What follows belongs to an exercise in optimizing a design on an open flow for small area, a short achievable clock period and few clock cycles per item; a production flow would make more cautious choices. Where RTL was checked, it was by simulation tests only, not by an equivalence proof against the original.

Setup of 04-17:
// img2col
module img2col (
    input  logic        clk,
    input  logic        nrst,
    input  logic        wb_cyc_i,
    input  logic        wb_stb_i,
    input  logic        wb_we_i,
    input  logic [6:0]  wb_adr_i,
    input  logic [31:0] wb_dat_i,
    output logic        wb_ack_o,
    output logic [31:0] wb_dat_o
);
==> flow/config.mk <==
export PLATFORM = sky130hd
export DESIGN_NAME = img2col
export DESIGN_NICKNAME = img2col
export VERILOG_FILES = /design/flow/design.v
export SDC_FILE = /design/flow/constraint.sdc
export NUM_CORES = 4
export LEC_CHECK = 0
export ABC_CLOCK_PERIOD_IN_PS = 3000
export CAP_MARGIN = 20
export CORE_MARGIN = 2
export CORE_UTILIZATION = 45
export CTS_BUF_LIST = sky130_fd_sc_hd__clkbuf_8
export CTS_CLUSTER_SIZE = 30
export SETUP_SLACK_MARGIN = 5.0
export SLEW_MARGIN = 20
export SYNTH_HIERARCHICAL = 1
==> flow/constraint.sdc <==
create_clock -name core_clock -period 10.0 [get_ports {clk}]
set_input_delay 2.0000 -clock core_clock [delete_from_list [all_inputs] [get_ports {clk}]]
set_output_delay 2.0000 -clock core_clock [all_outputs]
set_load 0.01 [all_outputs]
run.sh (not shown) runs the stock make flow with config.mk's settings and CLKGATE_MAP_FILE= SYNTH_SCRIPT=/design/flow/synth_recipe.tcl, a recipe that flattens the netlist after the stock synthesis.
04-17 was carried through to the last stage, and its layout satisfied the timing, DRC and antenna checks.
Inputs modified between 04-17 and 01-20:
- CTS_CLUSTER_SIZE now 24, was 30
- ABC_CLOCK_PERIOD_IN_PS now 4500, was 3000
- CTS_CLUSTER_DIAMETER now 120, previously not set
- CTS_BUF_LIST no longer set, was sky130_fd_sc_hd__clkbuf_8
--- outcome ---
01-20 finished every step from synthesis to the final layout, and the layout passed the timing, DRC and antenna checks. Maximum level of the CTS H-tree: 01-20 vs 04-17 down 1. 04-17 -> 01-20: number of max-cap violations delta 0, exact match. Delta (01-20 minus 04-17): cell area after layout has decreased, wire length after detailed routing has decreased, share of the cycle needed by the critical path after routing has decreased.
Function was not checked in any run of this note: the RTL went through the layout flow alone.

* * *

alpha:
img2col, a different RTL version from the one above (not shown whole).
Size: roughly 2800 cells after synthesis, ~750 flip-flops, about 77 I/O pins, roughly 0.037 mm² of cells after synthesis.
make LEC_CHECK=0 ABC_CLOCK_PERIOD_IN_PS=4500 CAP_MARGIN=10 CORE_MARGIN=2 CORE_UTILIZATION=60 CTS_CLUSTER_DIAMETER=120 CTS_CLUSTER_SIZE=24 PLACE_DENSITY=0.75 SETUP_SLACK_MARGIN=5.0 SLEW_MARGIN=10 SYNTH_HIERARCHICAL=1 finish   # period 10.0 ns
alpha: flow completed, timing, DRC and antenna clean
Testbench counts of alpha, summed over its fixed seeds: cycles 8,614, windows 1,008.
### alpha -> beta
- a deleted PLACE_DENSITY that had been 0.75
- a change of CORE_UTILIZATION from 60 to 65
--- outcome ---
Of the two values seen for standard cell with the maximum stage delay on the critical path, sky130_fd_sc_hd__or3b_1 was produced by beta and sky130_fd_sc_hd__clkdlybuf4s15_2 by alpha. Diff alpha -> beta: footprint of the flip-flops and latches roughly the same, stage delay of the slowest cell on the critical path +0.19 ns, final worst setup slack went down by 0.067 ns, net total in the final layout neither gained nor lost much. The antenna diode instance count number comes out higher for alpha vs beta. Summary of beta over alpha: quantity of gates resized following cts went up 21; worst setup skew after layout held.
The following lists how gamma was set up differently from beta:
- an added ABC_AREA of 1
- a deleted ABC_CLOCK_PERIOD_IN_PS that had been 4500
- a change of CORE_UTILIZATION from 65 to 60
- Re total stage count of the critical path: gamma is 3 up on beta.
- [compare] base=beta new=gamma: area of all placed cells without fillers now sits higher; fraction of the cycle the final worst path needs now sits lower; sequential share of layout area now sits lower.
- Summary of gamma over beta: core utilization has decreased; hold slack now sits higher.
Input changes introduced in delta (baseline for comparison: gamma):
- PLACE_DENSITY: unset -> 0.65
- ABC_CLOCK_PERIOD_IN_PS: unset -> 4500
- ABC_AREA: 1 -> unset
==> run notes <==
- [diff] worst hold slack, delta relative to gamma: improvement
- Launch point of the critical path: wb_adr_i[0] -> gamma, wb_adr_i[4] -> delta
- Lower final cycle utilization of the critical path goes to delta over gamma.
- Against gamma as the reference, delta delivers a higher area fraction in compound gates after synthesis.
- delta ends up with a die outline area that is about 1.5% lower than in gamma.

* * *

Setup of job 983:
img2col again, from the RTL that the note above started with.
// img2col
module img2col (
    input  logic        clk,
    input  logic        nrst,
    input  logic        wb_cyc_i,
    input  logic        wb_stb_i,
    input  logic        wb_we_i,
    input  logic [6:0]  wb_adr_i,
    input  logic [31:0] wb_dat_i,
    output logic        wb_ack_o,
    output logic [31:0] wb_dat_o
);
export LEC_CHECK = 0
export ABC_CLOCK_PERIOD_IN_PS = 4500
export CAP_MARGIN = 20
export CORE_MARGIN = 2
export CORE_UTILIZATION = 60
export CTS_CLUSTER_DIAMETER = 120
export CTS_CLUSTER_SIZE = 24
export SETUP_SLACK_MARGIN = 5.0
export SLEW_MARGIN = 20
export SYNTH_HIERARCHICAL = 1
create_clock -name core_clock -period 10.0 [get_ports {clk}]
Job 983 has completed all stages; timing, DRC and antenna checks passed.
Testbench counts of job 983, summed over its fixed seeds: cycles 8,614, windows 1,008.
diff inputs: job 983 => job 2639
Settings: clearing CTS_CLUSTER_DIAMETER, which used to be 120; clearing CTS_CLUSTER_SIZE, which used to be 24; swapping 60 for 45 in CORE_UTILIZATION.
On final worst slack, job 2639 does worse than job 983.
Per the comparison of job 2639 with job 983, cell area after placement now larger, worst setup slack before clock tree synthesis now smaller, first-pass GRT wire length now larger, depth of the worst register-to-register path comparable.
Height of the chip, job 2639 vs job 983: up by more than 10%
Job 2639 against job 983: critical path depth rose 1; clock network area share went up; total non-filler cell area in the finished layout increased 2300 µm²; minimum clock period after layout higher.
The following lists how job 1476 was set up differently from job 2639:
Settings: TNS_END_PERCENT newly set to 20; CTS_CLUSTER_SIZE newly set to 24; CORE_UTILIZATION changed from 45 to 60; SLEW_MARGIN changed from 20 to 10; CTS_CLUSTER_DIAMETER newly set to 120; CAP_MARGIN changed from 20 to 10.
[summary]
- Between job 2639 and job 1476, met1 layer wirelength in the final routing decreased.
- Changes observed in job 1476 relative to job 2639: via count normalized by instance count increased 0.59; design area shows a reduction of 5.5%; maximum frequency down about 1.1%; synthesis-to-layout area growth now smaller.
## Diff of input files: job 3024 against job 1476
Settings: a change of CAP_MARGIN from 10 to 20; a change of SLEW_MARGIN from 10 to 20; a change of CORE_UTILIZATION from 60 to 70; a deleted TNS_END_PERCENT that had been 20.
--- outcome ---
On multi-input gate share of the layout cell area, job 1476 and job 3024 are basically level.
Changes observed in job 3024 relative to job 1476: fraction of met2 tracks used by global routing up 4.5 points; global-route usage up 3.8 points.
Between job 1476 and job 3024, critical path depth is lower for job 1476, job 3024 comes in above that.
Changes observed in job 3024 relative to job 1476: sequential share of layout area comparable, final design instance area without fill flat.
Re number of buffers inserted to repair setup after CTS: job 1476 and job 3024 aren't equal, and the lower value belongs to job 1476.

* * *

before:
img2col again, from the RTL that the note above started with.
Settings: LEC_CHECK=0, ABC_CLOCK_PERIOD_IN_PS=4500, CAP_MARGIN=20, CORE_MARGIN=2, CORE_UTILIZATION=45, CTS_CLUSTER_DIAMETER=120, CTS_CLUSTER_SIZE=24, SETUP_SLACK_MARGIN=5.0, SLEW_MARGIN=20, SYNTH_HIERARCHICAL=1; clock period 10.0 ns.
Testbench counts of before, summed over its fixed seeds: cycles 8,614, windows 1,008.
## Diff of input files: after against before
# before
export LEC_CHECK = 0
export ABC_CLOCK_PERIOD_IN_PS = 4500
export CAP_MARGIN = 20
export CORE_MARGIN = 2
export CORE_UTILIZATION = 45
export CTS_CLUSTER_DIAMETER = 120
export CTS_CLUSTER_SIZE = 24
export SETUP_SLACK_MARGIN = 5.0
export SLEW_MARGIN = 20
export SYNTH_HIERARCHICAL = 1
create_clock -name core_clock -period 10.0 [get_ports {clk}]
# after
export LEC_CHECK = 0
export ABC_CLOCK_PERIOD_IN_PS = 4500
export CAP_MARGIN = 10
export CORE_MARGIN = 2
export CORE_UTILIZATION = 60
export CTS_CLUSTER_DIAMETER = 120
export CTS_CLUSTER_SIZE = 24
export SETUP_SLACK_MARGIN = 5.0
export SLEW_MARGIN = 10
export SYNTH_HIERARCHICAL = 1
create_clock -name core_clock -period 10.0 [get_ports {clk}]
--- outcome ---
Compared with before, after shows final weighted congestion in routability-driven placement that has gone down slightly.
Netlist area before placement: before vs after identical
In after, the final worst setup slack came out 0.074 ns above the value in before.
Compared to before, the router laid down less metal wire for after.

* * *

Setup of red:
RTL: one of the versions met above, not the one the previous note started from.
For scale: ~77 I/O pins, roughly 0.038 mm² of cells after synthesis.
==> flow/design.v (excerpt) <==
module img2col (
    input  logic        clk,
    input  logic        nrst,
    input  logic        wb_cyc_i,
    input  logic        wb_stb_i,
    input  logic        wb_we_i,
    input  logic [6:0]  wb_adr_i,
    input  logic [31:0] wb_dat_i,
    output logic        wb_ack_o,
    output logic [31:0] wb_dat_o
);
    logic req, wr, rd;
    logic is_pix, is_wgt, is_ctrl, is_stat, is_res, fast_rd;
    logic [4:0] idx;
    assign req     = wb_cyc_i & wb_stb_i;
    assign wr      = req & wb_we_i;
    assign rd      = req & ~wb_we_i;
    assign idx     = wb_adr_i[4:0];
    assign is_pix  = (wb_adr_i[6:5] == 2'b00) & (idx < 5'd25);
    assign is_wgt  = (wb_adr_i[6:5] == 2'b01) & (idx < 5'd25);
    assign is_ctrl = wb_adr_i == 7'd64;
    assign is_stat = wb_adr_i == 7'd65;
    assign is_res  = wb_adr_i == 7'd66;
    assign fast_rd = is_stat | is_res;
    logic       slow1_q, slow2_q;    
    logic [2:0] rgrp_q;
    logic [1:0] rrow_q;
    logic       rpix_q, rwgt_q;
    logic [7:0] pix [0:24];
    logic [7:0] wgt [0:24];
    logic [7:0] reuse [0:19];        
    logic [7:0] nw [0:19];           
    logic started_q, first_q;
    logic [2:0] p_q;
    logic ok_q;
    logic [20:0] r_s, r_c, res_s, res_c;
    logic [20:0] res;
    logic resv_q;
    logic pend_q, calc_q;
    logic done_q;
    always_comb
        for (int j = 0; j < 20; j++)
            nw[j] = (first_q | (slow1_q & rpix_q)) ? pix[j] : reuse[j];
    genvar g;
    generate
        for (g = 0; g < 25; g++)
        begin : g_regs
            always_ff @(posedge clk)
            begin
                if (wr && is_pix && idx == g)
                    pix[g] <= wb_dat_i[7:0];
                if (wr && is_wgt && idx == g)
                    wgt[g] <= wb_dat_i[7:0];
            end
        end
    endgenerate
    logic [7:0] rsel;
    assign res = (res_s + res_c) & {21{resv_q}};
    bus_out u_out (
        .wb_cyc_i (wb_cyc_i),
        .wb_stb_i (wb_stb_i),
        .wb_we_i  (wb_we_i),
  ...
Settings: LEC_CHECK=0, ABC_CLOCK_PERIOD_IN_PS=3000, CAP_MARGIN=20, CORE_MARGIN=2, CORE_UTILIZATION=45, SETUP_SLACK_MARGIN=5.0, SLEW_MARGIN=20, SYNTH_HIERARCHICAL=1; clock period 10.0 ns.
red ended with every stage complete and zero timing, DRC or antenna violations.
Setup changes, red to blue
# red
export LEC_CHECK = 0
export ABC_CLOCK_PERIOD_IN_PS = 3000
export CAP_MARGIN = 20
export CORE_MARGIN = 2
export CORE_UTILIZATION = 45
export SETUP_SLACK_MARGIN = 5.0
export SLEW_MARGIN = 20
export SYNTH_HIERARCHICAL = 1
create_clock -name core_clock -period 10.0 [get_ports {clk}]
# blue
export LEC_CHECK = 0
export ABC_CLOCK_PERIOD_IN_PS = 4500
export CAP_MARGIN = 20
export CORE_MARGIN = 2
export CORE_UTILIZATION = 45
export SETUP_SLACK_MARGIN = 5.0
export SLEW_MARGIN = 20
export SYNTH_HIERARCHICAL = 1
create_clock -name core_clock -period 10.0 [get_ports {clk}]
Results
- Instance count after placement with tap cells included came out exactly the same in blue and red.
- blue -> red: half-perimeter wire length after detailed placement delta 0, exact match
- Final instance area: blue vs red — no meaningful difference
- As far as required time at the endpoint of the critical path is concerned, red and blue perform about the same.
- From red to blue, count of port buffers added during placement did not move at all.
Function was not checked in any run of this note: the RTL went through the layout flow alone.

-- re-timing with driven ports --
No port has a modelled driver above. Below, the same layouts with a new extraction and two added sets of constraints. Step 1 (the two cells are an assumption about what drives the block):
set clk [get_ports {clk}]
set_driving_cell -lib_cell sky130_fd_sc_hd__clkbuf_16 $clk
set_driving_cell -lib_cell sky130_fd_sc_hd__buf_2 [delete_from_list [all_inputs] $clk]
Step 2, shift: input delay + t, output delay - t, t = (earliest + latest rising clock arrival at the registers) / 2. This alone moves slack from input paths to output paths. Three values: ideal, step 1, step 2; two values: the first two.
| run | t (ns) | slack for setup (ns) | worst setup path at the end |
|---|---|---|---|
| 04-17 | 0.823 | 4.456 / 4.397 / 4.435 | input to register |
| 01-20 | 0.665 | 4.611 / 4.549 / 4.517 | input to register |
| alpha | 0.655 | 4.996 / 4.961 / 4.594 | input to register |
| beta | 0.655 | 4.928 / 4.896 / 4.510 | input to register |
| gamma | 0.667 | 5.017 / 4.970 / 4.606 | input to register |
| delta | 0.663 | 5.036 / 5.003 / 4.649 | input to register |
| job 983 | 0.667 | 5.002 / 4.968 / 4.507 | input to register |
| job 2639 | 0.683 | 4.997 / 4.934 / 4.676 | input to register |
| job 1476 | 0.672 | 4.942 / 4.895 / 4.515 | input to register |
| job 3024 | 0.671 | 4.974 / 4.937 / 4.493 | input to register |
| before | 0.670 | 4.968 / 4.920 / 4.650 | input to register |
| after | 0.673 | 5.041 / 4.998 / 4.527 | input to register |
| red | 0.698 | 4.596 / 4.526 / 4.453 | input to register |
| blue | 0.698 | 4.596 / 4.526 / 4.453 | input to register |
After both steps every run listed still meets setup and hold. For after, which loses most, drivers alone change the setup slack by -0.043 ns; drivers and shift together by -0.514 ns.
